Background: an optimization exercise with open tools, aiming at small area, a short achievable clock period and few clock cycles per item. Do not read the settings as production practice. Power and IR drop assume default switching activity.

== job 104 ==
==> flow/design.v (excerpt) <==
module source_token_scanner (
    input  logic        aclk,
    input  logic        aresetn,
    input  logic        s_valid,
    output logic        s_ready,
    input  logic [7:0]  s_char_code,
    input  logic        s_end_of_input,
    output logic        m_valid,
    input  logic        m_ready,
    output logic [4:0]  m_token_kind,
    output logic [31:0] m_start_pos,
    output logic [5:0]  m_token_length,
    output logic [30:0] m_int_value,
    output logic        m_leading_space,
    output logic        m_last_result
);
Size: about 820 cells after synthesis, roughly 130 flip-flops, ~91 I/O pins, ~7200 um^2 of cells after synthesis.
clock: 5.5 ns
lec_check: 0
cap_margin: 20
core_margin: 2
core_utilization: 45
place_density: 0.65
setup_slack_margin: 2.5
slew_margin: 20
standard.sh (not shown) runs the stock make flow with config.mk's settings and CLKGATE_MAP_FILE= SYNTH_SCRIPT=/design/flow/synth_recipe.tcl, a recipe that flattens the netlist after the stock synthesis.
==> flow/flow/run.sh <==
#!/bin/bash
# The standard layout, with buf_2 cells as the port buffers in place of the
# default delay-buffer cells, and a clock tree of clkbuf_8 cells without
# dummy balancing loads. Every tool's output goes to a log file here.
set -euo pipefail
export BUFFER_PORTS_ARGS="-buffer_cell sky130_fd_sc_hd__buf_2"
export CTS_ARGS="-sink_clustering_enable -repair_clock_nets -dont_use_dummy_load -sink_clustering_size 30 -sink_clustering_max_diameter 100 -buf_list sky130_fd_sc_hd__clkbuf_8"
bash standard.sh > standard_flow.log 2>&1
Inputs modified between job 104 and job 102:
--- a/flow/design.v
+++ b/flow/design.v
@@ -225,53 +225,64 @@
                 KW_RETU:  if (c == CL_R) kw_n = KW_RETUR;
                 KW_RETUR: if (c == CL_N) kw_n = KW_RETURN;
                 default:  kw_n = KW_NONE;
             endcase
         end
     end
     assign digits_n = (!in_word_q || digits_q) && c_digit;
     localparam int AW = 28;
     logic          acc_keep;
     logic          acc_fresh;
     logic [1:0]    lo_sum;
     logic          lo_cout;
-    logic          lo_cout_q;
     logic [AW-1:0] ha;
     logic [AW-1:0] hb;
-    logic [AW:0]   pg_g [6];
-    logic [AW:0]   pg_p [6];
     logic [AW-1:0] hi_sum;
     logic [30:0]   prod;
     logic          ovf;
     assign acc_keep  = in_word_q && digits_q && c_digit;
     assign acc_fresh = !in_word_q && c_digit;
     assign lo_sum[0] = acc_q[0] ^ d[1];
     assign lo_sum[1] = acc_q[1] ^ d[2] ^ (acc_q[0] & d[1]);
-    assign lo_cout   = lo_cout_q;
+    assign lo_cout   = d[3] | (acc_q[1] & d[2]) | ((acc_q[1] | d[2]) & acc_q[0] & d[1]);
     assign ha        = acc_q[29:2];
     assign hb        = acc_q[27:0];
-    assign pg_g[0]   = {ha & hb, lo_cout};
-    assign pg_p[0]   = {ha ^ hb, 1'b0};
-    for (genvar l = 0; l < 5; l++) begin : g_ks
-        for (genvar j = 0; j <= AW; j++) begin : g_pos
-            if (j >= (1 << l)) begin : g_join
-                assign pg_g[l + 1][j] = pg_g[l][j] | (pg_p[l][j] & pg_g[l][j - (1 << l)]);
-                assign pg_p[l + 1][j] = pg_p[l][j] & pg_p[l][j - (1 << l)];
-            end else begin : g_pass
-                assign pg_g[l + 1][j] = pg_g[l][j];
-                assign pg_p[l + 1][j] = pg_p[l][j];
+    logic [AW:0] pg_g;
+    logic [AW:0] pg_p;
+    logic [AW:0] ng;
+    logic [AW:0] np;
+    always_comb begin
+        pg_g = {ha & hb, lo_cout};
+        pg_p = {ha ^ hb, 1'b0};
+        for (int j = 1; j <= AW; j += 2) begin
+            pg_g[j] = pg_g[j] | (pg_p[j] & pg_g[j - 1]);
+            pg_p[j] = pg_p[j] & pg_p[j - 1];
+        end
+        for (int l = 1; l < 5; l++) begin
+            ng = pg_g;
+            np = pg_p;
+            for (int j = 1; j <= AW; j += 2) begin
+                if (j >= (1 << l) + 1) begin
+                    ng[j] = pg_g[j] | (pg_p[j] & pg_g[j - (1 << l)]);
+                    np[j] = pg_p[j] & pg_p[j - (1 << l)];
+                end
             end
+            pg_g = ng;
+            pg_p = np;
+        end
+        for (int j = 2; j <= AW; j += 2) begin
+            pg_g[j] = pg_g[j] | (pg_p[j] & pg_g[j - 1]);
         end
     end
-    assign hi_sum    = pg_p[0][AW:1] ^ pg_g[5][AW-1:0];
+    assign hi_sum    = (ha ^ hb) ^ pg_g[AW-1:0];
     assign prod      = {hi_sum, lo_sum, d[0]};
     assign ovf       = acc_q > 31'd214748364 || (acc_q == 31'd214748364 && d >= 4'd8);
     assign cmt_start = in_word_q && kw_q == KW_SLASH && c == CL_SLASH;
     assign la_gt     = !la_end && la == CL_GT;
     assign la_slash  = !la_end && la == CL_SLASH;
     assign ends      = la_end || la == CL_SPACE || la == CL_NEWLINE ||
                        la == CL_COMMA || la == CL_DOT || la == CL_LPAREN ||
                        la == CL_RPAREN || la == CL_LBRACE || la == CL_RBRACE ||
                        la == CL_COLON || la == CL_MINUS;
     always_comb begin
         found = 1'b0;
         kind  = stt_pkg::KIND_IDENT;
@@ -310,35 +321,24 @@
     logic        acc_ld_fresh;
     logic        acc_hold;
     logic [30:0] acc_d;
     assign acc_ld_keep  = ld_word && acc_keep;
     assign acc_ld_sat   = acc_ld_keep && ovf;
     assign acc_ld_fresh = ld_word && acc_fresh;
     assign acc_hold     = !ld_word && !eof_load;
     assign acc_d        = {31{acc_ld_sat}} | ({31{acc_ld_keep}} & prod) |
                           ({31{acc_hold}} & acc_q) | ({31{acc_ld_fresh}} & 31'(d));
     always_ff @(posedge aclk) begin
         acc_q <= acc_d;
     end
-    function automatic logic low_carry(input logic [1:0] a, input logic [3:0] dd);
-        low_carry = dd[3] | (a[1] & dd[2]) | ((a[1] | dd[2]) & a[0] & dd[1]);
-    endfunction
-    logic [1:0] acc_n_lo;
-    assign acc_n_lo = acc_keep ? ({lo_sum[0], d[0]} | {2{ovf}})
-                               : (acc_fresh ? d[1:0] : 2'd0);
-    always_ff @(posedge aclk) begin
-        if (go && !la_end) begin
-            lo_cout_q <= ld_word ? low_carry(acc_n_lo, h1n_q) : low_carry(acc_q[1:0], h1n_q);
-        end
-    end
     always_ff @(posedge aclk) begin
         if (ld_first || eof_load) begin
             start_q <= pos_q;
         end
         if (eof_load) begin
             len_q   <= 6'd0;
             kind_q  <= stt_pkg::KIND_EOF;
             lead_q  <= 1'b0;
             last_q  <= 1'b1;
         end else if (ld_word) begin
             len_q   <= len_n;
             kind_q  <= kind;
Results
- Having completed the whole flow, job 102 delivered a layout that passed the timing, DRC and antenna checks.
- The share of final layout cell area taken by non-clock buffers number comes out higher for job 102 vs job 104.
- For net switching fraction of the power, job 102 and job 104 come out practically identical.
- Of job 102 and job 104, job 104 shows the higher hold slack, with job 102 below it.
- Job 104 has a lower power share of the combinational group than job 102.
- Multi-input logic portion of the cell area in job 102 vs job 104: down 1.3 points
- Area added between synthesis and finish | job 102 above job 104
- Post-placement worst setup slack: job 102 and job 104 compared, higher one is job 102
- Number of global-route vias before repair is higher on job 104
- Job 102 and job 104 ended up with roughly the same sequential power share.
- Delta (job 102 minus job 104): maximum vdd drop +45%; minimum period implied by the final worst setup slack increased 0.28 ns; final standard cell count with taps included and fillers excluded saw a decrease; power after layout now smaller.
Function was not checked in any run of this note: the RTL went through the layout flow alone.

[afterwards: timing with drivers on the ports]
Ports are ideal in the flow. The routed layouts listed here were re-timed in OpenROAD.
Step 1 sets driving cells, clkbuf_16 on the clock port and buf_2 on the other inputs (assumed; they add their load-dependent delay and slew).
Step 2, shift: input delay + t, output delay - t, t = (earliest + latest rising clock arrival at the registers) / 2. This alone moves slack from input paths to output paths.
a / b / c = ideal / step 1 / step 2; a / b = the first two.
| run | t (ns) | setup slack, ns | worst hold slack (ns) | latest minus earliest clock arrival (ns) | slew at the worst register clock pin (ns) |
|---|---|---|---|---|---|
| job 104 | 0.456 | 2.610 / 2.610 / 2.235 | 0.444 / 0.444 / 0.444 | 0.031 / 0.031 | 0.08 / 0.08 |
| job 102 | 0.457 | 2.333 / 2.333 / 2.321 | 0.403 / 0.403 / 0.403 | 0.024 / 0.024 | 0.07 / 0.07 |
After both steps setup and hold are still met in every run listed. The setup slack of job 104, which loses most, moves by 0.000 ns with the drivers and by -0.375 ns with both steps.
